What follows belongs to an exercise in optimizing a design on an open flow for small area; a production flow would make more cautious choices.
In this exercise RTL edits were held to simulation tests only and were not proved equivalent to the original.
Power figures rest on the tool's default switching activity, not on a simulated workload.

## flow/run.sh

```bash
#!/bin/bash
# synth_recipe.tcl (not shown) runs the flow's synth.tcl, then flattens the netlist and writes it again
# the make line also repeats each setting of config.mk as NAME=value (left out here)
make -C /OpenROAD-flow-scripts/flow DESIGN_CONFIG=/design/flow/config.mk WORK_HOME=/design/flow/orfs CLKGATE_MAP_FILE= SYNTH_SCRIPT=/design/flow/synth_recipe.tcl finish
```

## flow/config.mk

```make
export PLATFORM = sky130hd
export DESIGN_NAME = rename_top
export DESIGN_NICKNAME = rename_top
export VERILOG_FILES = /design/flow/design.v
export SDC_FILE = /design/flow/constraint.sdc
export NUM_CORES = 8
export LEC_CHECK = 0
export CAP_MARGIN = 20
export CORE_MARGIN = 2
export CORE_UTILIZATION = 40
export SLEW_MARGIN = 20
```

## flow/constraint.sdc

```tcl
create_clock -name core_clock -period 12.0 [get_ports {clk}]
set_input_delay 2.4000 -clock core_clock [delete_from_list [all_inputs] [get_ports {clk}]]
set_output_delay 2.4000 -clock core_clock [all_outputs]
set_load 0.01 [all_outputs]
```

## flow/design.v

```verilog
`timescale 1ns/1ns
`default_nettype none
package rename_pkg;
    localparam int ARCH_REGS = 32;
    localparam int AREG_W = 5;
    localparam int PHYS_REGS = 32;
    localparam int PREG_W = 5;
    localparam int FREE_DEPTH = 16;
    localparam int FREE_PTR_W = 5;
    localparam int XLEN = 32;
    typedef logic [AREG_W-1:0] areg_t;
    typedef logic [PREG_W-1:0] preg_t;
    typedef logic [XLEN-1:0] word_t;
endpackage
`default_nettype wire
`timescale 1ns/1ns
`default_nettype none
module spec_rat (
    input  logic              clk,
    input  logic              rst_n,
    input  rename_pkg::areg_t rs1_i,
    input  rename_pkg::areg_t rs2_i,
    output rename_pkg::preg_t src1_preg_o,
    output rename_pkg::preg_t src2_preg_o,
    input  rename_pkg::areg_t rd_i,
    input  logic              wr_en_i,
    input  rename_pkg::preg_t wr_preg_i,
    input  logic              restore_i,
    input  rename_pkg::preg_t [rename_pkg::ARCH_REGS-1:0] restore_map_i
);
    rename_pkg::preg_t alias_table [0:rename_pkg::ARCH_REGS-1];
    always_comb begin
        src1_preg_o = alias_table[rs1_i];
        src2_preg_o = alias_table[rs2_i];
    end
    always_ff @(posedge clk or negedge rst_n) begin
        if (!rst_n) begin
            for (int i = 0; i < rename_pkg::ARCH_REGS; i++) begin
                alias_table[i] <= '0;
            end
        end else if (restore_i) begin
            for (int i = 0; i < rename_pkg::ARCH_REGS; i++) begin
                alias_table[i] <= restore_map_i[i];
            end
        end else if (wr_en_i) begin
            alias_table[rd_i] <= wr_preg_i;
        end
    end
endmodule
`default_nettype wire
`timescale 1ns/1ns
`default_nettype none
module arch_rat (
    input  logic              clk,
    input  logic              rst_n,
    input  logic              commit_valid_i,
    input  rename_pkg::areg_t commit_areg_i,
    input  rename_pkg::preg_t commit_preg_i,
    output rename_pkg::preg_t [rename_pkg::ARCH_REGS-1:0] map_o
);
    rename_pkg::preg_t alias_table [0:rename_pkg::ARCH_REGS-1];
    logic  wr_en;
    always_comb begin
        wr_en = commit_valid_i && (commit_preg_i != '0);
    end
    always_ff @(posedge clk or negedge rst_n) begin
        if (!rst_n) begin
            for (int i = 0; i < rename_pkg::ARCH_REGS; i++) begin
                alias_table[i] <= '0;
            end
        end else if (wr_en) begin
            alias_table[commit_areg_i] <= commit_preg_i;
        end
    end
    always_comb begin
        for (int i = 0; i < rename_pkg::ARCH_REGS; i++) begin
            map_o[i] = alias_table[i];
        end
    end
endmodule
`default_nettype wire
`timescale 1ns/1ns
`default_nettype none
module phys_regfile (
    input  logic              clk,
    input  logic              rst_n,
    input  logic              commit_valid_i,
    input  rename_pkg::preg_t commit_preg_i,
    input  rename_pkg::word_t commit_data_i,
    input  logic              alloc_i,
    input  rename_pkg::preg_t alloc_tag_i,
    input  rename_pkg::preg_t rd1_preg_i,
    input  rename_pkg::preg_t rd2_preg_i,
    output rename_pkg::word_t rd1_data_o,
    output rename_pkg::word_t rd2_data_o,
    output logic              rd1_ready_o,
    output logic              rd2_ready_o
);
    rename_pkg::word_t                regs [0:rename_pkg::PHYS_REGS-1];
    logic [rename_pkg::PHYS_REGS-1:0] ready;
    logic                 wr_en;
    always_comb begin
        wr_en = commit_valid_i && (commit_preg_i != '0);
    end
    always_comb begin
        rd1_data_o  = regs[rd1_preg_i];
        rd2_data_o  = regs[rd2_preg_i];
        rd1_ready_o = ready[rd1_preg_i];
        rd2_ready_o = ready[rd2_preg_i];
    end
    always_ff @(posedge clk or negedge rst_n) begin
        if (!rst_n) begin
            for (int i = 0; i < rename_pkg::PHYS_REGS; i++) begin
                regs[i] <= '0;
            end
        end else if (wr_en) begin
            regs[commit_preg_i] <= commit_data_i;
        end
    end
    always_ff @(posedge clk or negedge rst_n) begin
        if (!rst_n) begin
            ready <= '1;
        end else begin
            if (alloc_i && (alloc_tag_i != '0)) begin
                ready[alloc_tag_i] <= 1'b0;
            end
            if (wr_en) begin
                ready[commit_preg_i] <= 1'b1;
            end
        end
    end
endmodule
`default_nettype wire
`timescale 1ns/1ns
`default_nettype none
module free_list_ctr (
    input  logic              clk,
    input  logic              rst_n,
    input  logic              alloc_i,
    input  logic              free_i,
    input  logic              flush_i,
    output rename_pkg::preg_t alloc_tag_o,
    output logic              exhausted_o
);
    localparam int MSB = rename_pkg::FREE_PTR_W - 1;
    logic [rename_pkg::FREE_PTR_W-1:0] alloc_ptr;
    logic [rename_pkg::FREE_PTR_W-1:0] free_ptr;
    logic [rename_pkg::FREE_PTR_W-1:0] free_ptr_next;
    always_comb begin
        alloc_tag_o = rename_pkg::preg_t'(alloc_ptr % rename_pkg::FREE_DEPTH) + rename_pkg::preg_t'(1);
    end
    always_comb begin
        exhausted_o = (alloc_ptr[MSB] != free_ptr[MSB]) &&
                      (alloc_ptr[MSB-1:0] == free_ptr[MSB-1:0]);
    end
    always_comb begin
        free_ptr_next = free_ptr;
        if (free_i) begin
            free_ptr_next = free_ptr + 1'b1;
        end
    end
    always_ff @(posedge clk or negedge rst_n) begin
        if (!rst_n) begin
            free_ptr <= '0;
        end else begin
            free_ptr <= free_ptr_next;
        end
    end
    always_ff @(posedge clk or negedge rst_n) begin
        if (!rst_n) begin
            alloc_ptr <= '0;
        end else if (flush_i) begin
            alloc_ptr <= free_ptr_next;
        end else if (alloc_i) begin
            alloc_ptr <= alloc_ptr + 1'b1;
        end
    end
endmodule
`default_nettype wire
`timescale 1ns/1ns
`default_nettype none
module rename_stage (
    input  logic              clk,
    input  logic              rst_n,
    input  logic              dispatch_valid_i,
    input  rename_pkg::areg_t rs1_i,
    input  rename_pkg::areg_t rs2_i,
    input  rename_pkg::areg_t rd_i,
    input  rename_pkg::word_t imm_i,
    input  logic              src_imm_i,
    output logic              dispatch_ready_o,
    input  logic              stall_i,
    input  logic              flush_i,
    output logic              ren_valid_o,
    output rename_pkg::preg_t rd_tag_o,
    output rename_pkg::preg_t rs1_tag_o,
    output rename_pkg::word_t rs1_data_o,
    output rename_pkg::preg_t rs2_tag_o,
    output rename_pkg::word_t rs2_data_o,
    input  logic              commit_valid_i,
    input  rename_pkg::preg_t commit_preg_i,
    input  rename_pkg::word_t commit_data_i,
    input  rename_pkg::preg_t src1_preg_i,
    input  rename_pkg::preg_t src2_preg_i,
    input  logic              src1_ready_i,
    input  logic              src2_ready_i,
    input  rename_pkg::word_t src1_data_i,
    input  rename_pkg::word_t src2_data_i,
    input  rename_pkg::preg_t alloc_tag_i,
    input  logic              exhausted_i,
    output logic              alloc_o,
    output rename_pkg::areg_t buf_rs1_o,
    output rename_pkg::areg_t buf_rs2_o,
    output rename_pkg::areg_t buf_rd_o
);
    logic  buf_valid;
    rename_pkg::areg_t buf_rs1;
    rename_pkg::areg_t buf_rs2;
    rename_pkg::areg_t buf_rd;
    rename_pkg::word_t buf_imm;
    logic  buf_src_imm;
    logic  fire;
    logic  writes_rd;
    logic  hit1;
    logic  hit2;
    always_comb begin
        writes_rd = (buf_rd != '0);
        fire = buf_valid && !stall_i && !flush_i && (!writes_rd || !exhausted_i);
        dispatch_ready_o = !flush_i && (!buf_valid || fire);
        ren_valid_o = fire;
        alloc_o = fire && writes_rd;
    end
    always_ff @(posedge clk or negedge rst_n) begin
        if (!rst_n) begin
            buf_valid <= 1'b0;
        end else if (flush_i) begin
            buf_valid <= 1'b0;
        end else if (dispatch_ready_o) begin
            buf_valid <= dispatch_valid_i;
        end
    end
    always_ff @(posedge clk) begin
        if (dispatch_ready_o && dispatch_valid_i) begin
            buf_rs1     <= rs1_i;
            buf_rs2     <= rs2_i;
            buf_rd      <= rd_i;
            buf_imm     <= imm_i;
            buf_src_imm <= src_imm_i;
        end
    end
    always_comb begin
        buf_rs1_o = buf_rs1;
        buf_rs2_o = buf_rs2;
        buf_rd_o  = buf_rd;
    end
    always_comb begin
        hit1 = commit_valid_i && (commit_preg_i != '0) && (src1_preg_i == commit_preg_i);
        hit2 = commit_valid_i && (commit_preg_i != '0) && (src2_preg_i == commit_preg_i);
    end
    always_comb begin
        rd_tag_o = writes_rd ? alloc_tag_i : '0;
        if ((buf_rs1 == '0) || src1_ready_i || hit1) begin
            rs1_tag_o = '0;
        end else begin
            rs1_tag_o = src1_preg_i;
        end
        if ((buf_rs1 == '0)) begin
            rs1_data_o = '0;
        end else if (hit1) begin
            rs1_data_o = commit_data_i;
        end else begin
            rs1_data_o = src1_data_i;
        end
        if (buf_src_imm || (buf_rs2 == '0) || src2_ready_i || hit2) begin
            rs2_tag_o = '0;
        end else begin
            rs2_tag_o = src2_preg_i;
        end
        if (buf_src_imm) begin
            rs2_data_o = buf_imm;
        end else if (buf_rs2 == '0) begin
            rs2_data_o = '0;
        end else if (hit2) begin
            rs2_data_o = commit_data_i;
        end else begin
            rs2_data_o = src2_data_i;
        end
    end
endmodule
`default_nettype wire
`timescale 1ns/1ns
`default_nettype none
module rename_top (
    input  logic              clk,
    input  logic              rst_n,
    input  logic              dispatch_valid_i,
    input  rename_pkg::areg_t rs1_i,
    input  rename_pkg::areg_t rs2_i,
    input  rename_pkg::areg_t rd_i,
    input  rename_pkg::word_t imm_i,
    input  logic              src_imm_i,
    output logic              dispatch_ready_o,
    input  logic              stall_i,
    output logic              ren_valid_o,
    output rename_pkg::preg_t rd_tag_o,
    output rename_pkg::preg_t rs1_tag_o,
    output rename_pkg::word_t rs1_data_o,
    output rename_pkg::preg_t rs2_tag_o,
    output rename_pkg::word_t rs2_data_o,
    input  logic              commit_valid_i,
    input  rename_pkg::areg_t commit_areg_i,
    input  rename_pkg::preg_t commit_preg_i,
    input  rename_pkg::word_t commit_data_i,
    input  logic              flush_i
);
    logic  alloc;
    rename_pkg::preg_t alloc_tag;
    logic  exhausted;
    logic  commit_free;
    rename_pkg::areg_t buf_rs1;
    rename_pkg::areg_t buf_rs2;
    rename_pkg::areg_t buf_rd;
    rename_pkg::preg_t src1_preg;
    rename_pkg::preg_t src2_preg;
    logic  src1_ready;
    logic  src2_ready;
    rename_pkg::word_t src1_data;
    rename_pkg::word_t src2_data;
    rename_pkg::preg_t [rename_pkg::ARCH_REGS-1:0] arch_map;
    assign commit_free = commit_valid_i && (commit_preg_i != '0);
    rename_stage u_stage (
        .clk(clk), .rst_n(rst_n),
        .dispatch_valid_i(dispatch_valid_i),
        .rs1_i(rs1_i), .rs2_i(rs2_i), .rd_i(rd_i),
        .imm_i(imm_i), .src_imm_i(src_imm_i),
        .dispatch_ready_o(dispatch_ready_o),
        .stall_i(stall_i), .flush_i(flush_i),
        .ren_valid_o(ren_valid_o), .rd_tag_o(rd_tag_o),
        .rs1_tag_o(rs1_tag_o), .rs1_data_o(rs1_data_o),
        .rs2_tag_o(rs2_tag_o), .rs2_data_o(rs2_data_o),
        .commit_valid_i(commit_valid_i),
        .commit_preg_i(commit_preg_i), .commit_data_i(commit_data_i),
        .src1_preg_i(src1_preg), .src2_preg_i(src2_preg),
        .src1_ready_i(src1_ready), .src2_ready_i(src2_ready),
        .src1_data_i(src1_data), .src2_data_i(src2_data),
        .alloc_tag_i(alloc_tag), .exhausted_i(exhausted),
        .alloc_o(alloc),
        .buf_rs1_o(buf_rs1), .buf_rs2_o(buf_rs2), .buf_rd_o(buf_rd)
    );
    spec_rat u_spec_rat (
        .clk(clk), .rst_n(rst_n),
        .rs1_i(buf_rs1), .rs2_i(buf_rs2),
        .src1_preg_o(src1_preg), .src2_preg_o(src2_preg),
        .rd_i(buf_rd), .wr_en_i(alloc), .wr_preg_i(alloc_tag),
        .restore_i(flush_i), .restore_map_i(arch_map)
    );
    arch_rat u_arch_rat (
        .clk(clk), .rst_n(rst_n),
        .commit_valid_i(commit_valid_i),
        .commit_areg_i(commit_areg_i), .commit_preg_i(commit_preg_i),
        .map_o(arch_map)
    );
    phys_regfile u_prf (
        .clk(clk), .rst_n(rst_n),
        .commit_valid_i(commit_valid_i),
        .commit_preg_i(commit_preg_i), .commit_data_i(commit_data_i),
        .alloc_i(alloc), .alloc_tag_i(alloc_tag),
        .rd1_preg_i(src1_preg), .rd2_preg_i(src2_preg),
        .rd1_data_o(src1_data), .rd2_data_o(src2_data),
        .rd1_ready_o(src1_ready), .rd2_ready_o(src2_ready)
    );
    free_list_ctr u_free_list (
        .clk(clk), .rst_n(rst_n),
        .alloc_i(alloc), .free_i(commit_free), .flush_i(flush_i),
        .alloc_tag_o(alloc_tag), .exhausted_o(exhausted)
    );
endmodule
`default_nettype wire
```

==> summary.log, run 1 <==
[logic_synthesis] asr flop ratio synth 96.7%
[pwr] power density relative to cell area 196 nW/um^2
[logic_synthesis] post-synthesis instance area 73700 um^2
[clock_network] hold-fix buffer count after cts 0
[floorplanning] number of placement rows 157
[clock_network] number of H-tree levels 4
[logic_synthesis] number of nets in the synthesized netlist 6873
[logic_synthesis] most frequently used flop master after synthesis dfrtp_1
[global_route] antenna violations before repair 63
[route] WL final 440000 um
[clock_network] CTS tree built
[clock_network] number of buffers created by CTS 164
[pwr] leakage power total 36.1 nW
[sta] unrepaired setup endpoints after global routing no
[floorplanning] die outline width 433 um
[logic_synthesis] register area share after synthesis 49.1%
[layout] Area growth syn-to-layout 16.2%
[sta] clock period minus worst slack 11.55 ns
[worst_setup_path] critical register-to-register path endpoint u_stage.buf_imm[7]
[global_route] via count of the first global-routing pass 66146
[pwr] Net Sw Power 6.27 mW
[floorplanning] total core area 183000 um^2
[floorplanning] die extent in y 433 um
[min_path] cell count of the worst hold path 0
[route] 1st-iter DRT viols 14795
[placed_design] post-place setup slack 1.99 ns
[pwr] clock share of power 32.4%
[clock_network] post-CTS setup buffer count 0
[clock_network] clock-pin slew of the registers on the worst-case setup and hold paths 0.06 ns
[worst_setup_path] arrival time at the worst endpoint 9.15 ns
[worst_setup_path] most frequent CP cell buf_4
[pwr] IR Drop Worst-Case VDD 0.127 mV
[worst_setup_path] Worst path max stage delay 1.10 ns
[clock_network] insertion delay of the later-clocked pin in the worst-skew pair 0.87 ns
[worst_setup_path] Critical-path top delay cell nor2_4
[logic_synthesis] syn avg cell area 10.9 um^2
[pwr] sequential power share 41.4%
[worst_setup_path] reg-to-reg setup timing slack 8.02 ns
[logic_synthesis] post-synthesis cell type count 92
[global_route] total routing usage reported by global routing 46.1%
[worst_setup_path] critical path type register to output port
[worst_setup_path] Worst Path Buf+Inv 4
[route] final antenna-violating net count 0
[placed_design] global placement routability congestion 1.09
[sta] final count of hold timing violations 0
[layout] share of cells above drive strength 1 28.4%
[logic_synthesis] number of register bits inferred by synthesis 1435
[worst_setup_path] crit start category register
[placed_design] IO Port Bufs 176
[floorplanning] area of the die 188000 um^2
[floorplanning] initial cell density of the core 40.3%
[route] final routed wire length divided by cell count 46.4 um
[logic_synthesis] Synth warnings 8
[global_route] pin count of the biggest net entering global routing 167
[min_path] terminating pin of the worst hold path u_prf.regs[0][11]
[min_path] Min-Delay Startpoint u_prf.regs[0][11]
[worst_setup_path] Reg-to-Reg Start u_stage.buf_rd[1]
[clock_network] clock root cell clkbuf_16
[worst_setup_path] reg2reg path depth 9
[min_path] worst hold path class register to register
[sta] number of pins exceeding their max-slew limit in the final report 0
[logic_synthesis] number of enable flip-flop cells after synthesis 48
[clock_network] total number of clock tree sinks 1435
[pwr] Internal Power 10.5 mW
[global_route] global-route wire length before repair 587000 um
[layout] post-layout net count 6948
[clock_network] CTS resizes 0
[route] post-route DRC violation count 0
[pwr] Sw Ratio 37.4%
[sta] sum of negative setup slack 0 ns
[worst_setup_path] Req. time, crit path 9.60 ns
[route] first-pass detailed-route iteration total 14
[sta] worst-case headroom to the max-slew limit 6.32%
[worst_setup_path] critical path, cell by cell buf_4 > and4b_1 > a32o_1 > nor4_1 > nand4_1 > o22ai_4 > buf_4 > nand2_1 > nor2_4 > buf_4 > a22oi_1 > nand3_1 > nor2_1 > a211oi_1 > clkdlybuf4s50_1
[flow_run] maxcap violations 0
[placed_design] half-perimeter wire length of the detailed placement result 280000 um
[floorplanning] number of primary I/O pins 177
[run_status] outcome finished clean
[sta] fmax 86.6 MHz
[route] Vias/cell 7.48
[sta] final worst slack 0.455 ns
[global_route] global-route congestion overflow total 0
[sta] worst clock skew on the final layout 0.0445 ns
[worst_setup_path] cell family contributing the most delay on the critical path simple AND/OR/NAND/NOR gates
[clock_network] Max Buffers Root-to-Sink 3
[worst_setup_path] critical path peak fanout 35
[sta] measured slew at the worst slew-check pin 1.40 ns
[sta] post-route fraction of the period consumed by the critical path 96.2%
[logic_synthesis] synthesized netlist cell count 6765
[sta] final setup violation count 0
[worst_setup_path] Setup crit end kind output port
[pwr] total design power 16.8 mW
[pwr] Logic pwr share 26.1%
[route] detailed-route via count 71069
-- worst reg2reg max path, stage by stage (launching register included) --
cell	delay, ns
edfxtp_1	0.55
or2_2	0.44
nor4_1	0.19
buf_4	0.20
nor4_1	0.05
nand3_1	0.10
nand3_1	0.29
a21oi_1	0.30
and2_4	0.71
buf_4	0.68
-- power groups by stage --
stage	combinational (mW)	clock [mW]	sequential (mW)
final	4.38	5.44	6.95
after floorplan	2.15	0	6.39
after global routing	4.41	5.63	6.96
after CTS	4.08	5.42	6.85
after detailed placement	4.07	0	6.92
after global placement	4.02	0	6.92
-- Yosys cell counts (75+ instances only) --
cell      instances  share of area, %
a221oi_1        200               2.4
buf_2           135              0.92
buf_1            75              0.38
a22o_1          143               1.7
a21oi_1         163               1.1
nor2_1          277               1.4
mux2i_1         187               2.5
o21ai_0         370               2.5
dfrtp_1        1355                46
a22oi_1         391               4.0
mux2_2         1124                17
nand3_1         228               1.5
clkbuf_1        405               2.1
nor3_1          131              0.89
nand4_1         140               1.2
nand2_1         591               3.0
-- cells in the final DEF, fill, tap and decap left out, types with 48 or more instances in the layout --
master	instances
a21oi_1	163
mux2i_1	187
buf_4	339
a22o_1	143
nor3_1	116
a221oi_1	199
diode_2	59
nand3_1	222
dfrtp_1	1355
nor2_1	194
edfxtp_1	48
nor2_4	58
o21ai_0	369
nand4_1	140
nand2_1	577
a22oi_1	391
clkbuf_16	167
and3_1	67
mux2_2	1124
clkdlybuf4s50_1	163
-- logic make-up after synthesis --
| logic type | count (synthesis) | share of synthesized area (%) |
|---|---|---|
| and+or+nand+nor | 1677 | 11.1 |
| AOI/OAI and AO/OA | 1659 | 16.1 |
| DFF | 1435 | 49.1 |
| muxes | 1313 | 19.7 |
| buffers and inverters | 643 | 3.53 |
| xor gates and xnor gates | 26 | 0.309 |
| adders and majority gates | 12 | 0.204 |
-- per-stage QoR --
step | hold WS (ns) | cell area, um^2 | util, % | instances
6_report | 0.390 | 85700 | 46.8 | 9496
5_1_grt | 0.403 | 85600 | 46.7 | 9450
4_1_cts | 0.393 | 85400 | 46.6 | 9429
3_5_place_dp | 0.380 | 79600 | 43.5 | 9130
3_3_place_gp | 0.378 | 79600 | 43.5 | 9129
2_1_floorplan | 0.440 | 73700 | - | 6765
-- sequential cells by signal (all words and copies together), names as in the netlist --
name / flops
u_arch_rat.alias_table: 160
u_stage.buf_rs1: 5
u_free_list.free_ptr: 5
u_stage.buf_rd: 5
u_prf.regs: 1024
u_stage.buf_valid: 1
u_free_list.alloc_ptr: 5
u_stage.buf_imm: 32
u_spec_rat.alias_table: 160
u_stage.buf_src_imm: 1
u_prf.ready: 32
u_stage.buf_rs2: 5
-- area by class of cell --
cell class,instances,area [um^2]
sequential,1435,36200
fill,16986,97400
multi-input combinational,4687,35900
timing repair buffer,530,4590
clock inverter,64,948
tap,2464,3080
inverter,22,82.6
antenna,59,148
clock buffer,235,4770
-- layer usage --
| metal | track usage [%] | wire length, um | up-vias |
|---|---|---|---|
| met5 | 2.55 | 586 | - |
| met4 | 39.7 | 49200 | 50 |
| met3 | 22.6 | 62700 | 2804 |
| met2 | 62.9 | 175000 | 7051 |
| met1 | 53.2 | 153000 | 35337 |
| li1 | - | - | 25827 |
-- worst max path at each step --
stage                       start             to  slack [ns]  cells past startpoint
2_1_floorplan    commit_preg_i[0]  rs1_data_o[3]        3.97                     17
3_3_place_gp     commit_preg_i[1]  rs1_data_o[3]        2.01                     16
3_5_place_dp     commit_preg_i[1]  rs1_data_o[3]        1.99                     16
4_1_cts        u_stage.buf_rs1[0]  rs1_data_o[3]        1.28                     15
5_1_grt        u_stage.buf_rs1[0]  rs1_data_o[3]        0.86                     15
6_report       u_stage.buf_rs1[0]  rs1_data_o[3]        0.45                     15
==> inputs of run 2 (changes only) <==
==> flow/design.v (replaced) <==
`timescale 1ns/1ns
`default_nettype none
module rename_top (
    input  logic        clk,
    input  logic        rst_n,
    input  logic        dispatch_valid_i,
    input  logic [4:0]  rs1_i,
    input  logic [4:0]  rs2_i,
    input  logic [4:0]  rd_i,
    input  logic [31:0] imm_i,
    input  logic        src_imm_i,
    output logic        dispatch_ready_o,
    input  logic        stall_i,
    output logic        ren_valid_o,
    output logic [4:0]  rd_tag_o,
    output logic [4:0]  rs1_tag_o,
    output logic [31:0] rs1_data_o,
    output logic [4:0]  rs2_tag_o,
    output logic [31:0] rs2_data_o,
    input  logic        commit_valid_i,
    input  logic [4:0]  commit_areg_i,
    input  logic [4:0]  commit_preg_i,
    input  logic [31:0] commit_data_i,
    input  logic        flush_i
);
    logic        buf_valid;
    logic [4:0]  buf_rs1;
    logic [4:0]  buf_rs2;
    logic [4:0]  buf_rd;
    logic [31:0] buf_imm;
    logic        buf_src_imm;
    logic [4:0]  spec_tab [1:31];
    logic [4:0]  arch_tab [1:31];
    logic [31:0] prf [0:15];
    logic [15:0] ready;
    logic [4:0]  alloc_ptr;
    logic [4:0]  free_ptr;
    logic        commit_free;
    logic        writes_rd;
    logic        exhausted;
    logic        fire;
    logic        alloc;
    logic [4:0]  alloc_tag;
    logic [4:0]  free_ptr_next;
    always_comb begin
        commit_free = commit_valid_i && (commit_preg_i != 5'd0);
        writes_rd   = (buf_rd != 5'd0);
        exhausted   = (alloc_ptr[4] != free_ptr[4]) && (alloc_ptr[3:0] == free_ptr[3:0]);
        fire        = buf_valid && !stall_i && !flush_i && (!writes_rd || !exhausted);
        alloc       = fire && writes_rd;
        alloc_tag   = {alloc_ptr[3:0] == 4'd0, alloc_ptr[3:0]};
        free_ptr_next = free_ptr + {4'd0, commit_free};
        dispatch_ready_o = !flush_i && (!buf_valid || fire);
        ren_valid_o      = fire;
        rd_tag_o         = writes_rd ? alloc_tag : 5'd0;
    end
    always_ff @(posedge clk or negedge rst_n) begin
        if (!rst_n) begin
            buf_valid <= 1'b0;
        end else if (flush_i) begin
            buf_valid <= 1'b0;
        end else if (dispatch_ready_o) begin
            buf_valid <= dispatch_valid_i;
        end
    end
    always_ff @(posedge clk) begin
        if (dispatch_ready_o && dispatch_valid_i) begin
            buf_rs1     <= rs1_i;
            buf_rs2     <= rs2_i;
            buf_rd      <= rd_i;
            buf_imm     <= imm_i;
            buf_src_imm <= src_imm_i;
        end
    end
    always_ff @(posedge clk or negedge rst_n) begin
        if (!rst_n) begin
            free_ptr <= 5'd1;
        end else begin
            free_ptr <= free_ptr_next;
        end
    end
    always_ff @(posedge clk or negedge rst_n) begin
        if (!rst_n) begin
            alloc_ptr <= 5'd1;
        end else if (flush_i) begin
            alloc_ptr <= free_ptr_next;
        end else if (alloc) begin
            alloc_ptr <= alloc_ptr + 5'd1;
        end
    end
    always_ff @(posedge clk or negedge rst_n) begin
        if (!rst_n) begin
            for (int r = 1; r < 32; r++) arch_tab[r] <= 5'd0;
        end else begin
            for (int r = 1; r < 32; r++) begin
                if (commit_free && (commit_areg_i == 5'(r))) arch_tab[r] <= commit_preg_i;
            end
        end
    end
    always_ff @(posedge clk or negedge rst_n) begin
        if (!rst_n) begin
            for (int r = 1; r < 32; r++) spec_tab[r] <= 5'd0;
        end else if (flush_i) begin
            for (int r = 1; r < 32; r++) spec_tab[r] <= arch_tab[r];
        end else begin
            for (int r = 1; r < 32; r++) begin
                if (alloc && (buf_rd == 5'(r))) spec_tab[r] <= alloc_tag;
            end
        end
    end
    logic [15:0] wr_sel;
    logic [15:0] al_sel;
    always_comb begin
        for (int i = 0; i < 16; i++) begin
            al_sel[i] = (alloc_ptr[3:0] == 4'(i));
        end
        wr_sel[0] = commit_valid_i && commit_preg_i[4];
        for (int i = 1; i < 16; i++) begin
            wr_sel[i] = commit_valid_i && (commit_preg_i[3:0] == 4'(i));
        end
    end
    always_ff @(posedge clk) begin
        for (int i = 0; i < 16; i++) begin
            if (wr_sel[i]) prf[i] <= commit_data_i;
        end
    end
    always_ff @(posedge clk) begin
        for (int i = 0; i < 16; i++) begin
            if (wr_sel[i]) begin
                ready[i] <= 1'b1;
            end else if (alloc && al_sel[i]) begin
                ready[i] <= 1'b0;
            end
        end
    end
    logic [4:0]  src1;
    logic [4:0]  src2;
    logic [15:0] sel1;
    logic [15:0] sel2;
    logic        rdy1;
    logic        rdy2;
    logic        hit1;
    logic        hit2;
    logic [31:0] val1;
    logic [31:0] val2;
    always_comb begin
        src1 = 5'd0;
        src2 = 5'd0;
        for (int r = 1; r < 32; r++) begin
            if (buf_rs1 == 5'(r)) src1 = spec_tab[r];
            if (buf_rs2 == 5'(r)) src2 = spec_tab[r];
        end
        sel1[0] = src1[4];
        sel2[0] = src2[4];
        for (int i = 1; i < 16; i++) begin
            sel1[i] = (src1[3:0] == 4'(i));
            sel2[i] = (src2[3:0] == 4'(i));
        end
        rdy1 = (src1 == 5'd0);
        rdy2 = (src2 == 5'd0);
        val1 = '0;
        val2 = '0;
        for (int i = 0; i < 16; i++) begin
            rdy1 = rdy1 | (sel1[i] & ready[i]);
            rdy2 = rdy2 | (sel2[i] & ready[i]);
            val1 = val1 | ({32{sel1[i]}} & prf[i]);
            val2 = val2 | ({32{sel2[i]}} & prf[i]);
        end
        hit1 = commit_free && (src1 == commit_preg_i);
        hit2 = commit_free && (src2 == commit_preg_i);
        rs1_tag_o  = (rdy1 || hit1) ? 5'd0 : src1;
        rs1_data_o = hit1 ? commit_data_i : val1;
        if (buf_src_imm) begin
            rs2_tag_o  = 5'd0;
            rs2_data_o = buf_imm;
        end else begin
            rs2_tag_o  = (rdy2 || hit2) ? 5'd0 : src2;
            rs2_data_o = hit2 ? commit_data_i : val2;
        end
    end
endmodule
`default_nettype wire
--- a/flow/config.mk
+++ b/flow/config.mk
@@ -6,4 +6,5 @@
 export NUM_CORES = 8
 export LEC_CHECK = 0
+export ABC_AREA = 1
 export CAP_MARGIN = 20
 export CORE_MARGIN = 2
==> summary.log, run 2 <==
[run_status] outcome finished clean
[layout] number of filler cells placed in the layout 10911
[route] final routed wire length divided by cell count 24.7 um
[pwr] IR Drop Worst-Case VDD 0.123 mV
[logic_synthesis] synthesized netlist cell count 5392
[global_route] antenna violations before repair 4
[logic_synthesis] register area share after synthesis 55.8%
[worst_setup_path] Setup crit end kind output port
[worst_setup_path] Worst Path Buf+Inv 4
[worst_setup_path] Critical-path top delay cell buf_4
[logic_synthesis] Synth warnings 4
[logic_synthesis] fraction of the mapped netlist area in compound gates 7.75%
[layout] share of cells above drive strength 1 5.73%
[clock_network] number of H-tree levels 3
[clock_network] total number of clock tree sinks 897
[global_route] global-route congestion overflow total 0
[worst_setup_path] startpoint of the worst setup timing path buf_rs2[4]
[layout] Inserted Diodes 0
[placed_design] half-perimeter wire length of the detailed placement result 104000 um
[global_route] pin count of the biggest net entering global routing 133
[clock_network] Max Buffers Root-to-Sink 3
[logic_synthesis] cell with the most instances after synthesis nand2_1
[clock_network] clock-pin slew of the registers on the worst-case setup and hold paths 0.07 ns
[pwr] leakage power total 21.7 nW
[pwr] power density relative to cell area 173 nW/um^2
[worst_setup_path] arrival time at the worst endpoint 7.48 ns
[logic_synthesis] asr flop ratio synth 35.8%
[clock_network] clock root cell clkbuf_16
[layout] largest register by flop count prf
[logic_synthesis] fraction of post-synthesis cell area in the top cell type by area 37.3%
[flow_run] maxcap violations 0
[layout] FF/Latch Area 25200 um^2
[logic_synthesis] number of enable flip-flop cells after synthesis 560
[clock_network] insertion delay of the later-clocked pin in the worst-skew pair 0.72 ns
[floorplanning] number of primary I/O pins 177
[logic_synthesis] number of register bits inferred by synthesis 897
[worst_setup_path] WP depth 26
[worst_setup_path] critical path peak fanout 61
[logic_synthesis] synth top area cells edfxtp_1 37%, dfrtp_1 18%, nand2_1 12%, nand3_1 12%, nor2_1 4.5%
[layout] most frequent standard cell in the layout excluding fill and tap cells nand2_1
[sta] clock period minus worst slack 9.88 ns
[floorplanning] area of the die 115000 um^2
[sta] post-route fraction of the period consumed by the critical path 82.3%
[clock_network] number of buffers created by CTS 103
[sta] final count of hold timing violations 0
[placed_design] IO Port Bufs 176
[worst_setup_path] capturing element of the worst setup path rs2_data_o[19]
[clock_network] post-CTS setup buffer count 0
[logic_synthesis] multiplexer fraction of the synthesized cell area 0%
[worst_setup_path] most frequent CP cell nand2_1
[sta] unrepaired setup endpoints after global routing no
[route] WL final 174000 um
[logic_synthesis] synthesized-area fraction occupied by and/or/nand/nor cells 30.6%
[worst_setup_path] reg-to-reg setup timing slack 8.33 ns
[min_path] worst hold path class register to register
[route] detailed-route via count 40829
[sta] worst hold slack 0.483 ns
[route] Vias/cell 5.79
[layout] post-layout net count 5566
[layout] number of flip-flops under the largest register name 512
[worst_setup_path] critical register-to-register path endpoint buf_imm[27]
[layout] most frequent cells in the layout 1460 x nand2_1, 1072 x nand3_1, 560 x edfxtp_1, 511 x nor2_1, 365 x o21ai_0
[clock_network] CTS tree built
[layout] registers with the most flip-flops prf: 512 flops, arch_tab: 155 flops, spec_tab: 155 flops
[logic_synthesis] number of nets in the synthesized netlist 5494
[sta] final setup violation count 0
[sta] fmax 101 MHz
[worst_setup_path] critical path type register to output port
[logic_synthesis] post-synthesis instance area 45100 um^2
[global_route] via count of the first global-routing pass 38442
[floorplanning] die outline width 340 um
[logic_synthesis] cell taking the most area after synthesis edfxtp_1
[route] final antenna-violating net count 0
[logic_synthesis] main combinational cell family by area after synthesis simple AND/OR/NAND/NOR gates
[logic_synthesis] adder-cell share of the synthesized area 0.166%
[clock_network] CTS resizes 0
[floorplanning] number of placement rows 123
[logic_synthesis] commonest cells in the netlist 1462 x nand2_1, 1072 x nand3_1, 560 x edfxtp_1, 543 x nor2_1, 365 x o21ai_0
[worst_setup_path] Req. time, crit path 9.60 ns
[route] post-route DRC violation count 0
[min_path] Min-Delay Startpoint arch_tab[5][1]
[sta] number of pins exceeding their max-slew limit in the final report 0
[layout] Area growth syn-to-layout 14.9%
[worst_setup_path] reg2reg path depth 10
[worst_setup_path] Worst path max stage delay 0.79 ns
[floorplanning] die extent in y 340 um
[logic_synthesis] most frequently used flop master after synthesis edfxtp_1
[global_route] global-route wire length before repair 255000 um
[sta] measured slew at the worst slew-check pin 1.09 ns
[sta] sum of negative setup slack 0 ns
[placed_design] global placement routability congestion 0.952
[logic_synthesis] post-synthesis cell type count 44
[logic_synthesis] post-synthesis xor/xnor area fraction 0.214%
[sta] worst-case headroom to the max-slew limit 27.2%
[worst_setup_path] crit start category register
[layout] multi-input combinational cell area 17700 um^2
[floorplanning] initial cell density of the core 40.2%
[sta] worst clock skew on the final layout 0.0451 ns
[logic_synthesis] syn avg cell area 8.37 um^2
[worst_setup_path] cell family contributing the most delay on the critical path simple AND/OR/NAND/NOR gates
[route] 1st-iter DRT viols 5486
[clock_network] hold-fix buffer count after cts 0
[floorplanning] total core area 112000 um^2
[global_route] total routing usage reported by global routing 29.5%
[route] first-pass detailed-route iteration total 8
[worst_setup_path] Reg-to-Reg Start buf_rd[2]
run 2: layout make-up:
cell class	count	share of cell area, %
Clock inverter	51	0.971
Sequential cell	897	48.6
Tap cell	1500	3.62
Multi-Input combinational cell	3875	34.2
Timing Repair Buffer	252	4.63
Inverter	335	2.43
Clock buffer	143	5.60
run 2: report_power, final:
part / switching (mW) / internal (mW)
registers: 0.246 / 3.59
clock network: 1.35 / 1.84
logic: 1.38 / 0.569
run 2: cell families after synthesis:
family | Yosys count
AND/OR/NAND/NOR | 3216
flip-flops | 897
AO/OA/AOI/OAI | 642
buffers and inverters | 620
XOR/XNOR | 11
adder cells (fa/ha/maj) | 6
run 2: metal layers:
| metal | wire length [um] | global-route usage [%] | up-vias |
|---|---|---|---|
| met5 | 54 | 0 | - |
| met4 | 5900 | 10.2 | 8 |
| met3 | 18600 | 5.75 | 345 |
| met2 | 76100 | 44.5 | 2350 |
| met1 | 73400 | 42.3 | 19668 |
| li1 | - | - | 18458 |
run 2: worst min-delay path by stage:
stage                       to  cells past startpoint  slack (ns)
3_5_place_dp    arch_tab[3][0]                      2        0.47
5_1_grt        arch_tab[26][0]                      2        0.50
4_1_cts        spec_tab[24][1]                      2        0.48
2_1_floorplan         ready[0]                      2        0.45
6_report        arch_tab[5][1]                      2        0.48
3_3_place_gp    arch_tab[6][4]                      2        0.47
run 2: metrics by stage:
| stage | util (%) | power (mW) | instance area (um^2) | setup slack, ns | cells |
|---|---|---|---|---|---|
| after floorplan | - | 4.86 | 45100 | 4.77 | 5392 |
| after global placement | 43.2 | 5.78 | 48400 | 2.90 | 6859 |
| after detailed placement | 43.2 | 5.79 | 48400 | 2.85 | 6859 |
| after CTS | 46.2 | 8.97 | 51800 | 2.27 | 7053 |
| after global routing | 46.2 | 9.31 | 51800 | 1.79 | 7053 |
| final | 46.2 | 8.99 | 51800 | 2.12 | 7053 |
run 2: worst min-delay path: cells and delay by family (launching register included):
family | cells | cell delay [ns]
and+or+nand+nor | 1 | 0.05
AOI/OAI and AO/OA | 1 | 0.05
DFF | 1 | 0.34
==> inputs of run 3 (changes only) <==
==> flow/flow/run.sh (new file) <==
#!/bin/bash
# Own layout flow: the standard ORFS flow (standard.sh) with three changes:
#  - synthesis maps logic with an area-oriented ABC script (flow/area.abc),
#    everything else in synthesis is the standard flow's own script (flow/synth_area.tcl);
#  - port buffers are the smallest buffer cell;
#  - clock tree synthesis without dummy loads and with larger sink clusters.
# Each step's tool output is in orfs/logs/; make's own output in flow_make.log.
set -euo pipefail
W=$PWD
export AREA_ABC_SCRIPT=$W/flow/area.abc
B=sky130_fd_sc_hd__
bash standard.sh \
  SYNTH_SCRIPT=$W/flow/synth_area.tcl \
  "BUFFER_PORTS_ARGS=-buffer_cell ${B}buf_1" \
  "CTS_ARGS=-sink_clustering_enable -repair_clock_nets -dont_use_dummy_load -buf_list ${B}clkbuf_16 -sink_clustering_size 25 -sink_clustering_max_diameter 80" \
  finish > $W/flow_make.log 2>&1
==> flow/flow/area.abc (new file) <==
strash
&get -n
&st
&dch
&nf -a -R 1000
&put
topo
==> flow/flow/synth_area.tcl (new file) <==
# The standard flow's synthesis script (synth_recipe.tcl) with one change: the abc call
# maps with the ABC script named by AREA_ABC_SCRIPT instead of ORFS's own.
proc synth {args} { yosys synth -nofsm -noshare {*}$args }
proc abc {args} {
  set i [lsearch -exact $args -script]
  if { $i >= 0 } { set args [lreplace $args [expr {$i + 1}] [expr {$i + 1}] $::env(AREA_ABC_SCRIPT)] }
  yosys abc {*}$args
}
source $::env(SCRIPTS_DIR)/synth.tcl
# left out here: clear keep_hierarchy, flatten, clean up, hide names made inside functions, write 1_2_yosys.v
==> flow/standard.sh (new file) <==
#!/bin/bash
# synth_recipe.tcl (not shown) runs the flow's synth.tcl, then flattens the netlist and writes it again
# the make line also repeats each setting of config.mk as NAME=value (left out here)
make -C /OpenROAD-flow-scripts/flow DESIGN_CONFIG=/design/flow/config.mk WORK_HOME=/design/flow/orfs CLKGATE_MAP_FILE= SYNTH_SCRIPT=/design/flow/synth_recipe.tcl "${@:-finish}"
--- a/flow/config.mk
+++ b/flow/config.mk
@@ -6,7 +6,6 @@
 export NUM_CORES = 8
 export LEC_CHECK = 0
-export ABC_AREA = 1
 export CAP_MARGIN = 20
 export CORE_MARGIN = 2
-export CORE_UTILIZATION = 40
+export CORE_UTILIZATION = 60
 export SLEW_MARGIN = 20
removed: flow/run.sh
==> summary.log, run 3 <==
[sta] sum of negative setup slack 0 ns
[layout] most frequent cells in the layout 560 x edfxtp_1, 397 x nand2_1, 319 x dfrtp_1, 223 x o21ai_0, 193 x a21oi_1
[layout] largest register by flop count prf
[global_route] antenna violations before repair 7
[logic_synthesis] post-synthesis cell type count 45
[clock_network] number of H-tree levels 2
[pwr] leakage power total 14.8 nW
[min_path] worst hold path class register to register
[logic_synthesis] cell taking the most area after synthesis edfxtp_1
[logic_synthesis] Synth warnings 4
[layout] share of cells above drive strength 1 5.66%
[logic_synthesis] register area share after synthesis 65.4%
[sta] fmax 86.5 MHz
[logic_synthesis] synthesized-area fraction occupied by and/or/nand/nor cells 11.0%
[worst_setup_path] arrival time at the worst endpoint 9.16 ns
[layout] Area growth syn-to-layout 9.99%
[layout] number of flip-flops under the largest register name 512
[logic_synthesis] post-synthesis instance area 38500 um^2
[floorplanning] area of the die 66200 um^2
[placed_design] global placement routability congestion 1.01
[sta] final count of hold timing violations 0
[global_route] total routing usage reported by global routing 40.4%
[route] final antenna-violating net count 0
[route] WL final 135000 um
[route] first-pass detailed-route iteration total 17
[clock_network] insertion delay of the later-clocked pin in the worst-skew pair 0.65 ns
[route] 1st-iter DRT viols 6751
[logic_synthesis] fraction of the mapped netlist area in compound gates 18.4%
[clock_network] CTS tree built
[logic_synthesis] most frequently used flop master after synthesis edfxtp_1
[sta] post-route fraction of the period consumed by the critical path 96.3%
[layout] Inserted Diodes 0
[sta] worst-case headroom to the max-slew limit 21.7%
[logic_synthesis] synth top area cells edfxtp_1 44%, dfrtp_1 21%, a222oi_1 5.0%, mux2_1 4.5%, nand2_1 3.9%
[logic_synthesis] multiplexer fraction of the synthesized cell area 4.56%
[logic_synthesis] cell with the most instances after synthesis edfxtp_1
[floorplanning] total core area 63200 um^2
[layout] post-route cell area 42300 um^2
[flow_run] maxcap violations 0
[clock_network] clock-pin slew of the registers on the worst-case setup and hold paths 0.10 ns
[logic_synthesis] commonest cells in the netlist 560 x edfxtp_1, 397 x nand2_1, 319 x dfrtp_1, 223 x o21ai_0, 193 x a21oi_1
[sta] number of pins exceeding their max-slew limit in the final report 0
[logic_synthesis] number of enable flip-flop cells after synthesis 560
[logic_synthesis] synthesized netlist cell count 2993
[clock_network] clock root cell clkbuf_16
[placed_design] half-perimeter wire length of the detailed placement result 80700 um
[clock_network] hold-fix buffer count after cts 0
[floorplanning] initial cell density of the core 60.9%
[logic_synthesis] adder-cell share of the synthesized area 0.195%
[logic_synthesis] main combinational cell family by area after synthesis compound AO/OA/AOI/OAI gates
[global_route] via count of the first global-routing pass 30878
[clock_network] total number of clock tree sinks 897
[logic_synthesis] number of nets in the synthesized netlist 3095
[clock_network] number of buffers created by CTS 43
[logic_synthesis] syn avg cell area 12.9 um^2
[logic_synthesis] number of register bits inferred by synthesis 897
[sta] final setup violation count 0
[floorplanning] die extent in y 257 um
[pwr] power density relative to cell area 169 nW/um^2
[route] Vias/cell 7.61
[sta] measured slew at the worst slew-check pin 1.18 ns
[layout] post-layout net count 3391
[worst_setup_path] crit start category register
[global_route] global-route congestion overflow total 0
[route] post-route DRC violation count 0
[route] final routed wire length divided by cell count 32.7 um
[global_route] pin count of the biggest net entering global routing 164
[layout] registers with the most flip-flops prf: 512 flops, arch_tab: 155 flops, spec_tab: 155 flops
[pwr] IR Drop Worst-Case VDD 0.189 mV
[logic_synthesis] fraction of post-synthesis cell area in the top cell type by area 43.7%
[clock_network] Max Buffers Root-to-Sink 3
[sta] worst clock skew on the final layout 0.0560 ns
[sta] clock period minus worst slack 11.56 ns
[floorplanning] number of primary I/O pins 177
[floorplanning] die outline width 257 um
[worst_setup_path] critical path type register to output port
[global_route] global-route wire length before repair 198000 um
[worst_setup_path] Setup crit end kind output port
[sta] unrepaired setup endpoints after global routing no
[logic_synthesis] post-synthesis xor/xnor area fraction 0.387%
[placed_design] IO Port Bufs 176
[worst_setup_path] Req. time, crit path 9.60 ns
[worst_setup_path] critical path peak fanout 33
[logic_synthesis] asr flop ratio synth 35.8%
[floorplanning] number of placement rows 92
[layout] most frequent standard cell in the layout excluding fill and tap cells edfxtp_1
[route] detailed-route via count 31434
[run_status] outcome finished clean
[placed_design] area post-placement 41200 um^2
## run 3: cell types whose count changed after synthesis, sizes merged, moves of 181 or more
| cell | before | now |
|---|---|---|
| a222oi | 0 | 192 |
| inv | 334 | 0 |
| nand2 | 1463 | 397 |
| nand3 | 1073 | 76 |
| nor2 | 554 | 154 |
| o21ai | 404 | 223 |
## run 3: layout make-up
type | count | area [um^2]
Fill cell | 4676 | 20900
Clock buffer | 43 | 1080
Sequential cell | 897 | 25200
Timing Repair Buffer | 251 | 1290
Multi-Input combinational cell | 2084 | 13700
Inverter | 12 | 45.0
Tap cell | 846 | 1060
## run 3: power breakdown
group	total (mW)	internal (mW)	leakage, nW	switching (mW)
combinational	1.71	0.591	4.89	1.12
sequential	3.88	3.61	9.37	0.279
clock	1.57	0.643	0.530	0.924
total	7.16	4.84	14.8	2.32
## run 3: path summary, 6_finish.rpt
| path | startpoint | end | slack (ns) | cells past startpoint |
|---|---|---|---|---|
| setup / recovery | buf_rs2[1] | rs2_tag_o[4] | 0.44 | 27 |
| min in group asynchronous | rst_n | arch_tab[4][3] | 1.70 | 1 |
| hold reg to reg | arch_tab[13][1] | arch_tab[13][1] | 0.49 | 1 |
| max in group asynchronous | rst_n | arch_tab[26][3] | 8.88 | 3 |
| setup reg to reg | buf_rd[0] | spec_tab[1][0] | 7.05 | 11 |
| hold / removal | arch_tab[13][1] | arch_tab[13][1] | 0.49 | 1 |
## run 3: layer usage
| layer | vias up | part of all wire, % | track usage (%) |
|---|---|---|---|
| met5 | - | 0.041 | 0 |
| met4 | 8 | 3.8 | 14.4 |
| met3 | 425 | 16 | 13.2 |
| met2 | 2747 | 43 | 58.7 |
| met1 | 15401 | 37 | 57.3 |
| li1 | 12853 | - | - |
## run 3: cells by family (layout without fill, tap and decap cells)
kind of cell               after synthesis  after routing
AOI/OAI and AO/OA                      989            989
xor gates and xnor gates                17             17
adders and majority gates                6              6
buffers and inverters                   12            306
DFF                                    897            897
muxes                                  156            156
and+or+nand+nor                        916            916
## run 3: critical path: stages, from the launching register on
cell,delay (ns)
edfxtp_1,0.52
nand2b_1,0.26
nor4_1,0.17
a22o_1,0.23
a221o_1,0.27
a221o_1,0.27
a221o_1,0.27
a221o_1,0.28
a221o_1,0.28
a221o_1,0.28
a221oi_1,0.38
nand2_1,0.16
a221o_1,0.29
a221o_1,0.26
a221o_1,0.28
a221o_1,0.28
a221o_1,0.29
a221o_1,0.28
a221oi_1,0.62
clkbuf_2,0.31
or2_0,0.54
nor2_4,0.03
buf_4,0.35
a222oi_1,0.38
nand4_1,0.13
or3_1,0.52
nor2_1,0.42
buf_1,0.21
## run 3: stage by stage
stage | setup WS (ns) | util (%) | power (mW) | hold WS, ns | instances
after floorplan | 2.49 | - | 4.78 | 0.439 | 2993
after global placement | 1.23 | 65.1 | 5.53 | 0.468 | 4085
after detailed placement | 1.01 | 65.2 | 5.58 | 0.475 | 4087
after CTS | 0.297 | 66.9 | 7.10 | 0.493 | 4130
after global routing | 0.0709 | 67.0 | 7.41 | 0.512 | 4133
final | 0.442 | 67.0 | 7.16 | 0.494 | 4133
## run 3: repair_timing
item / 4_1_cts / 5_1_grt
buffers inserted: 0 / 1
setup endpoints to repair: 0 / 1
gates resized for setup: 0 / 0
==> inputs of run 4 (changes only) <==
--- a/flow/design.v
+++ b/flow/design.v
@@ -89,22 +89,40 @@
         end
     end
-    always_ff @(posedge clk or negedge rst_n) begin
-        if (!rst_n) begin
-            for (int r = 1; r < 32; r++) arch_tab[r] <= 5'd0;
+    logic rst_pend;
+    always_ff @(posedge clk or negedge rst_n) begin
+        if (!rst_n) begin
+            rst_pend <= 1'b1;
         end else begin
-            for (int r = 1; r < 32; r++) begin
-                if (commit_free && (commit_areg_i == 5'(r))) arch_tab[r] <= commit_preg_i;
+            rst_pend <= 1'b0;
+        end
+    end
+    logic [4:0] arch_wdata;
+    logic [4:0] spec_wdata;
+    logic       restore;
+    always_comb begin
+        arch_wdata = commit_preg_i & {5{!rst_pend}};
+        spec_wdata = alloc_tag & {5{!rst_pend}};
+        restore    = flush_i && !rst_pend;
+    end
+    always_ff @(posedge clk) begin
+        for (int r = 1; r < 32; r++) begin
+            if (rst_pend || (commit_free && (commit_areg_i == 5'(r)))) begin
+                arch_tab[r] <= arch_wdata;
             end
         end
     end
-    always_ff @(posedge clk or negedge rst_n) begin
-        if (!rst_n) begin
-            for (int r = 1; r < 32; r++) spec_tab[r] <= 5'd0;
-        end else if (flush_i) begin
-            for (int r = 1; r < 32; r++) spec_tab[r] <= arch_tab[r];
-        end else begin
-            for (int r = 1; r < 32; r++) begin
-                if (alloc && (buf_rd == 5'(r))) spec_tab[r] <= alloc_tag;
-            end
+    logic [31:1] spec_we;
+    logic [31:1] spec_hold;
+    always_comb begin
+        for (int r = 1; r < 32; r++) begin
+            spec_we[r]   = !restore && (rst_pend || (alloc && (buf_rd == 5'(r))));
+            spec_hold[r] = !restore && !spec_we[r];
+        end
+    end
+    always_ff @(posedge clk) begin
+        for (int r = 1; r < 32; r++) begin
+            spec_tab[r] <= (arch_tab[r] & {5{restore}})
+                         | (spec_wdata  & {5{spec_we[r]}})
+                         | (spec_tab[r] & {5{spec_hold[r]}});
         end
     end
--- a/flow/config.mk
+++ b/flow/config.mk
@@ -8,4 +8,4 @@
 export CAP_MARGIN = 20
 export CORE_MARGIN = 2
-export CORE_UTILIZATION = 60
+export CORE_UTILIZATION = 50
 export SLEW_MARGIN = 20
==> summary.log, run 4 <==
[run_status] outcome finished clean
[clock_network] post-CTS setup buffer count 0
[worst_setup_path] crit start category register
[worst_setup_path] Worst path max stage delay 0.98 ns
[sta] worst-case headroom to the max-slew limit 21.1%
[worst_setup_path] critical register-to-register path endpoint spec_tab[2][2]
[logic_synthesis] cell with the most instances after synthesis edfxtp_1
[worst_setup_path] critical path type register to output port
[worst_setup_path] Setup crit end kind output port
[logic_synthesis] number of register bits inferred by synthesis 898
[min_path] worst hold path class register to register
[layout] multi-input combinational cell area 12500 um^2
[worst_setup_path] Req. time, crit path 9.60 ns
[worst_setup_path] arrival time at the worst endpoint 8.51 ns
[sta] clock period minus worst slack 10.91 ns
[worst_setup_path] cell family contributing the most delay on the critical path compound AO/OA/AOI/OAI gates
[floorplanning] initial cell density of the core 50.3%
[global_route] GR peak layer met2
[logic_synthesis] post-synthesis instance area 37300 um^2
[worst_setup_path] reg2reg path depth 11
[sta] final setup violation count 0
[placed_design] global placement routability congestion 1.00
[pwr] leakage power total 13.8 nW
[clock_network] clock root cell clkbuf_16
[global_route] via count of the first global-routing pass 29007
[route] Vias/cell 7.19
[pwr] IR Drop Worst-Case VDD 0.143 mV
[logic_synthesis] fraction of post-synthesis cell area in the top cell type by area 57.6%
[clock_network] CTS tree built
[layout] Area growth syn-to-layout 10.8%
[logic_synthesis] asr flop ratio synth 1.34%
[route] WL final 133000 um
[route] final antenna-violating net count 0
[floorplanning] die extent in y 277 um
[global_route] global-route wire length before repair 191000 um
[worst_setup_path] critical path peak fanout 33
[layout] largest register by flop count prf
[layout] final core utilization 55.7%
[placed_design] IO Port Bufs 176
[global_route] met1 Usage GRT 42.6%
[route] final routed wire length divided by cell count 32.2 um
[layout] FF/Latch Area 25200 um^2
[worst_setup_path] Critical-path top delay cell edfxtp_1
[layout] post-layout instance count excluding filler cells 4122
[layout] number of filler cells placed in the layout 6195
[worst_setup_path] Worst Path Buf+Inv 3
[placed_design] half-perimeter wire length of the detailed placement result 80700 um
[layout] most frequent cells in the layout 715 x edfxtp_1, 536 x nand2_1, 326 x a22oi_1, 206 x a222oi_1, 175 x buf_1
[route] detailed-route via count 29630
[sta] unrepaired setup endpoints after global routing no
[clock_network] number of H-tree levels 2
[flow_run] maxcap violations 0
[sta] fmax 91.7 MHz
[clock_network] total number of clock tree sinks 898
[worst_setup_path] most frequent CP cell a221o_1
[sta] post-route fraction of the period consumed by the critical path 90.9%
[sta] final count of hold timing violations 0
[layout] most frequent standard cell in the layout excluding fill and tap cells edfxtp_1
[floorplanning] die outline width 277 um
[layout] number of flip-flops under the largest register name 512
[sta] sum of negative setup slack 0 ns
[floorplanning] number of placement rows 100
[global_route] antenna violations before repair 2
[clock_network] Max Buffers Root-to-Sink 3
[route] first-pass detailed-route iteration total 12
[layout] registers with the most flip-flops prf: 512 flops, arch_tab: 155 flops, spec_tab: 155 flops
[pwr] power density relative to cell area 166 nW/um^2
[layout] post-layout net count 3256
[global_route] global-route congestion overflow total 0
[sta] measured slew at the worst slew-check pin 1.18 ns
[logic_synthesis] commonest cells in the netlist 715 x edfxtp_1, 537 x nand2_1, 326 x a22oi_1, 206 x a222oi_1, 171 x dfxtp_1
[floorplanning] total core area 74200 um^2
[clock_network] CTS resizes 0
[global_route] global routing met2 resource utilization 56.8%
[min_path] cell count of the worst hold path 2
[worst_setup_path] reg-to-reg setup timing slack 7.35 ns
[route] post-route DRC violation count 0
[logic_synthesis] Synth warnings 4
[global_route] total routing usage reported by global routing 33.6%
[global_route] pin count of the biggest net entering global routing 101
[logic_synthesis] number of nets in the synthesized netlist 2960
[logic_synthesis] most frequently used flop master after synthesis edfxtp_1
[logic_synthesis] post-synthesis cell type count 46
[clock_network] number of buffers created by CTS 45
[min_path] Min-Delay Startpoint arch_tab[13][2]
[sta] worst clock skew on the final layout 0.0744 ns
[layout] share of cells above drive strength 1 5.93%
[min_path] terminating pin of the worst hold path spec_tab[13][2]
[logic_synthesis] synthesized netlist cell count 2858
[floorplanning] area of the die 76800 um^2
[logic_synthesis] cell taking the most area after synthesis edfxtp_1
[clock_network] hold-fix buffer count after cts 0
[logic_synthesis] register area share after synthesis 67.5%
[logic_synthesis] syn avg cell area 13.1 um^2
[clock_network] insertion delay of the later-clocked pin in the worst-skew pair 0.64 ns
[worst_setup_path] Reg-to-Reg Start buf_rd[4]
[sta] number of pins exceeding their max-slew limit in the final report 0
[logic_synthesis] number of enable flip-flop cells after synthesis 715
[clock_network] clock-pin slew of the registers on the worst-case setup and hold paths 0.09 ns
[floorplanning] number of primary I/O pins 177
[global_route] met3 Resource Use GR 5.29%
[logic_synthesis] synth top area cells edfxtp_1 58%, dfxtp_1 9.2%, a22oi_1 6.6%, a222oi_1 5.5%, nand2_1 5.4%
[route] 1st-iter DRT viols 5590
[placed_design] number of cells after detailed placement 4075
## run 4: logic make-up (layout without fill, tap and decap cells)
kind of cell    after synthesis  count (layout)  share of synthesized area, %
compound gates              890             890                          19.2
xor+xnor                     19              19                         0.446
fa+ha+maj                     6               6                         0.201
buf+inv                      17             311                         0.171
flops                       898             898                          67.5
other cells                   1               2                        0.0101
simple gates               1027            1027                          12.4
## run 4: power by group
part	switching, mW	internal [mW]	leakage, nW	total [mW]
combinational	0.957	0.491	5.03	1.45
sequential	0.208	3.59	8.25	3.80
clock	0.935	0.670	0.555	1.61
total	2.10	4.75	13.8	6.85
## run 4: worst max-delay path by stage
stage	start	to	slack [ns]	cells past startpoint
3_3_place_gp	buf_rs1[4]	rs1_tag_o[4]	1.99	25
5_1_grt	buf_rs1[4]	rs1_tag_o[4]	0.78	26
3_5_place_dp	buf_rs1[4]	rs1_tag_o[4]	1.91	25
6_report	buf_rs1[4]	rs1_tag_o[4]	1.09	26
2_1_floorplan	buf_rs1[4]	rs1_tag_o[1]	2.56	24
4_1_cts	buf_rs1[4]	rs1_tag_o[4]	1.28	25
## run 4: worst register-to-register path: stages (launching register included)
cell and delay [ns]:
edfxtp_1 0.85, clkinv_1 0.66, and2_0 0.49, nor3_1 0.81, nor4b_2 0.10, buf_4 0.26
nor2b_2 0.19, buf_4 0.26, a41o_1 0.39, nor2_1 0.31, a22oi_1 0.14, nand2_1 0.10
## run 4: layout make-up
class	count	area share (%)
Sequential cell	898	61.0
Multi-Input combinational cell	1943	30.1
Timing Repair Buffer	249	3.06
Tap cell	969	2.93
Clock buffer	45	2.73
Inverter	17	0.154
Antenna cell	1	0.00606
## run 4: routing by layer
metal | part of all wire (%) | vias to the layer above | wire length [um]
met5 | 0.0091 | - | 12
met4 | 5.1 | 2 | 6710
met3 | 9.9 | 384 | 13200
met2 | 48 | 2085 | 64100
met1 | 37 | 14645 | 48600
li1 | - | 12514 | -
## run 4: through the flow
stage / hold WS, ns / instance area, um^2 / worst slack, ns / power [mW]
6_report: 0.402 / 41300 / 1.09 / 6.85
5_1_grt: 0.422 / 41300 / 0.779 / 7.08
4_1_cts: 0.402 / 41300 / 1.28 / 6.83
3_5_place_dp: 0.414 / 40200 / 1.91 / 5.27
3_3_place_gp: 0.412 / 40100 / 1.99 / 5.24
2_1_floorplan: 0.408 / 37300 / 2.56 / 4.60
==> inputs of run 5 (changes only) <==
--- a/flow/design.v
+++ b/flow/design.v
@@ -28,5 +28,5 @@
     logic [4:0]  buf_rs2;
     logic [4:0]  buf_rd;
-    logic [31:0] buf_imm;
+    logic [31:5] buf_imm;
     logic        buf_src_imm;
     logic [4:0]  spec_tab [1:31];
@@ -67,7 +67,7 @@
         if (dispatch_ready_o && dispatch_valid_i) begin
             buf_rs1     <= rs1_i;
-            buf_rs2     <= rs2_i;
+            buf_rs2     <= src_imm_i ? imm_i[4:0] : rs2_i;
             buf_rd      <= rd_i;
-            buf_imm     <= imm_i;
+            buf_imm     <= imm_i[31:5];
             buf_src_imm <= src_imm_i;
         end
@@ -191,5 +191,5 @@
         if (buf_src_imm) begin
             rs2_tag_o  = 5'd0;
-            rs2_data_o = buf_imm;
+            rs2_data_o = {buf_imm, buf_rs2};
         end else begin
             rs2_tag_o  = (rdy2 || hit2) ? 5'd0 : src2;
==> summary.log, run 5 <==
[global_route] via count of the first global-routing pass 29070
[route] final routed wire length divided by cell count 33.3 um
[sta] measured slew at the worst slew-check pin 1.21 ns
[clock_network] CTS resizes 0
[worst_setup_path] crit start category register
[placed_design] number of cells after detailed placement 4095
[placed_design] global placement routability congestion 0.998
[sta] sum of negative setup slack 0 ns
[flow_run] maxcap violations 0
[logic_synthesis] multiplexer fraction of the synthesized cell area 0.151%
[global_route] global-route congestion overflow total 0
[logic_synthesis] number of nets in the synthesized netlist 2969
[layout] Area growth syn-to-layout 11.0%
[logic_synthesis] post-synthesis cell type count 47
[layout] registers with the most flip-flops prf: 512 flops, arch_tab: 155 flops, spec_tab: 155 flops
[layout] post-layout instance count excluding filler cells 4143
[layout] final core utilization 55.8%
[logic_synthesis] cell with the most instances after synthesis edfxtp_1
[route] post-route DRC violation count 0
[layout] post-route cell area 41300 um^2
[clock_network] hold-fix buffer count after cts 0
[floorplanning] die outline width 277 um
[worst_setup_path] reg-to-reg setup timing slack 7.80 ns
[sta] unrepaired setup endpoints after global routing no
[route] 1st-iter DRT viols 5249
[route] WL final 138000 um
[placed_design] IO Port Bufs 176
[clock_network] Max Buffers Root-to-Sink 3
[floorplanning] die extent in y 277 um
[logic_synthesis] number of register bits inferred by synthesis 893
[logic_synthesis] cell taking the most area after synthesis edfxtp_1
[logic_synthesis] main combinational cell family by area after synthesis compound AO/OA/AOI/OAI gates
[sta] final setup violation count 0
[sta] worst clock skew on the final layout 0.0672 ns
[clock_network] CTS tree built
[worst_setup_path] Worst path max stage delay 0.92 ns
[logic_synthesis] register area share after synthesis 67.3%
[sta] number of pins exceeding their max-slew limit in the final report 0
[logic_synthesis] adder-cell share of the synthesized area 0.202%
[worst_setup_path] Critical-path top delay cell a221oi_1
[logic_synthesis] Synth warnings 4
[logic_synthesis] fraction of the mapped netlist area in compound gates 19.5%
[clock_network] clock root cell clkbuf_16
[sta] final count of hold timing violations 0
[sta] clock period minus worst slack 11.46 ns
[layout] share of cells above drive strength 1 6.21%
[sta] worst-case headroom to the max-slew limit 19.0%
[clock_network] clock-pin slew of the registers on the worst-case setup and hold paths 0.08 ns
[logic_synthesis] most frequently used flop master after synthesis edfxtp_1
[worst_setup_path] critical path peak fanout 20
[min_path] worst hold path class register to register
[worst_setup_path] Setup crit end kind output port
[logic_synthesis] synth top area cells edfxtp_1 57%, dfxtp_1 9.2%, a22oi_1 6.1%, nand2_1 5.0%, a222oi_1 4.9%
[global_route] total routing usage reported by global routing 35.0%
[sta] post-route fraction of the period consumed by the critical path 95.5%
[route] first-pass detailed-route iteration total 10
[route] detailed-route via count 29638
[layout] post-layout net count 3276
[worst_setup_path] critical path type register to output port
[worst_setup_path] Req. time, crit path 9.60 ns
[worst_setup_path] Worst Path Buf+Inv 2
[logic_synthesis] fraction of post-synthesis cell area in the top cell type by area 57.3%
[layout] most frequent standard cell in the layout excluding fill and tap cells edfxtp_1
[clock_network] insertion delay of the later-clocked pin in the worst-skew pair 0.64 ns
[worst_setup_path] arrival time at the worst endpoint 9.06 ns
[layout] most frequent cells in the layout 710 x edfxtp_1, 498 x nand2_1, 302 x a22oi_1, 184 x a222oi_1, 175 x buf_1
[placed_design] area post-placement 40200 um^2
[logic_synthesis] asr flop ratio synth 1.34%
[floorplanning] area of the die 76700 um^2
[floorplanning] number of placement rows 100
[logic_synthesis] post-synthesis xor/xnor area fraction 0.423%
[run_status] outcome finished clean
[global_route] antenna violations before repair 7
[global_route] pin count of the biggest net entering global routing 87
[clock_network] number of buffers created by CTS 46
[logic_synthesis] number of enable flip-flop cells after synthesis 710
[logic_synthesis] synthesized netlist cell count 2867
[placed_design] half-perimeter wire length of the detailed placement result 88400 um
[clock_network] total number of clock tree sinks 893
[logic_synthesis] commonest cells in the netlist 710 x edfxtp_1, 499 x nand2_1, 302 x a22oi_1, 184 x a222oi_1, 171 x dfxtp_1
[clock_network] number of H-tree levels 2
[logic_synthesis] syn avg cell area 13.0 um^2
[layout] number of flip-flops under the largest register name 512
[worst_setup_path] cell family contributing the most delay on the critical path compound AO/OA/AOI/OAI gates
[logic_synthesis] post-synthesis instance area 37200 um^2
[layout] largest register by flop count prf
[sta] fmax 87.3 MHz
[global_route] global-route wire length before repair 198000 um
[floorplanning] initial cell density of the core 50.3%
[pwr] power density relative to cell area 167 nW/um^2
[floorplanning] total core area 74100 um^2
[route] final antenna-violating net count 0
[pwr] IR Drop Worst-Case VDD 0.147 mV
[floorplanning] number of primary I/O pins 177
[logic_synthesis] synthesized-area fraction occupied by and/or/nand/nor cells 12.3%
[clock_network] post-CTS setup buffer count 0
[pwr] leakage power total 13.7 nW
[pwr] total design power 6.89 mW
[route] Vias/cell 7.15
==> run 5: cell types whose count changed in the layout (fill, tap and decap cells not counted), moves of 13 or more <==
cell / delta
o21ai_0: +26
nand2_1: -38
nor2_1: +16
a221oi_1: +13
buf_4: +13
a222oi_1: -22
a22oi_1: -24
nand4_1: +15
a221o_1: +15
==> run 5: final timing paths <==
kind | start | end | depth (start not counted)
worst min register to register | arch_tab[12][3] | spec_tab[12][3] | 2
min in group asynchronous | rst_n | free_ptr[1] | 1
max in group asynchronous | rst_n | buf_valid | 1
worst max register to register | buf_rd[4] | spec_tab[4][3] | 11
worst max-delay path | buf_rs1[4] | rs1_tag_o[1] | 28
worst min-delay path | arch_tab[12][3] | spec_tab[12][3] | 2
==> run 5: worst min-delay path, stage by stage (launching register included) <==
cell and delay, ns:
edfxtp_1 0.31, nand2_1 0.04, nand2_1 0.04
==> run 5: cells by family after synthesis <==
kind of cell               count (synthesis)
DFF                                      893
buffers and inverters                     17
adders and majority gates                  6
and+or+nand+nor                         1013
AOI/OAI and AO/OA                        914
xor gates and xnor gates                  18
muxes                                      5
other                                      1
==> run 5: area by class of cell <==
class                   count  area [um^2]
diodes                      2         5.00
clock buffers              46         1150
fillers                  6227        32700
inverters                  17         63.8
multi-input cells        1957        12600
flip-flops and latches    893        25000
well taps                 969         1210
repair buffers            259         1280
==> run 5: where the power goes <==
group          leakage [nW]  internal [mW]  switching [mW]
clock                 0.567          0.684           0.939
combinational          4.96          0.502           0.989
sequential             8.20           3.57           0.209
==> run 5: metrics by stage <==
| step | hold WS (ns) | worst slack (ns) |
|---|---|---|
| finish | 0.430 | 0.543 |
| CTS | 0.431 | 0.838 |
| detailed placement | 0.415 | 1.54 |
| global placement | 0.412 | 1.63 |
| global route | 0.441 | 0.154 |
| floorplan | 0.408 | 2.33 |
==> run 5: routing by layer <==
layer / GRT usage, % / share of wire, % / vias up
met3: 6.74 / 9.9 / 414
li1: - / - / 12573
met4: 18.6 / 5.9 / 8
met2: 57.7 / 48 / 1989
met1: 44.0 / 36 / 14654
met5: 0 / 0.037 / -

==> afterwards: timing with drivers on the ports <==
How much do the figures lean on ideal ports? The routed layouts below were timed once more, with nothing changed but the port constraints.
Step 1: set_driving_cell puts a clkbuf_16 on clk and a buf_2 on each other input, an assumption about the parent block.
Step 2, shift: input delay + t, output delay - t, t = (earliest + latest rising clock arrival at the registers) / 2. This alone moves slack from input paths to output paths.
Slacks: no drivers / after step 1 / after step 2; pairs: no drivers / after step 1.
| run | t, ns | setup slack, ns | slew at the worst register clock pin (ns) |
|---|---|---|---|
| run 1 | 0.952 | 0.455 / 0.367 / 1.318 | 0.07 / 0.07 |
| run 2 | 0.776 | 2.120 / 2.042 / 2.593 | 0.07 / 0.07 |
| run 3 | 0.687 | 0.442 / 0.371 / 1.058 | 0.10 / 0.10 |
| run 4 | 0.675 | 1.092 / 1.025 / 1.700 | 0.10 / 0.10 |
| run 5 | 0.670 | 0.543 / 0.477 / 1.147 | 0.10 / 0.10 |
After both steps every run listed still meets setup and hold.
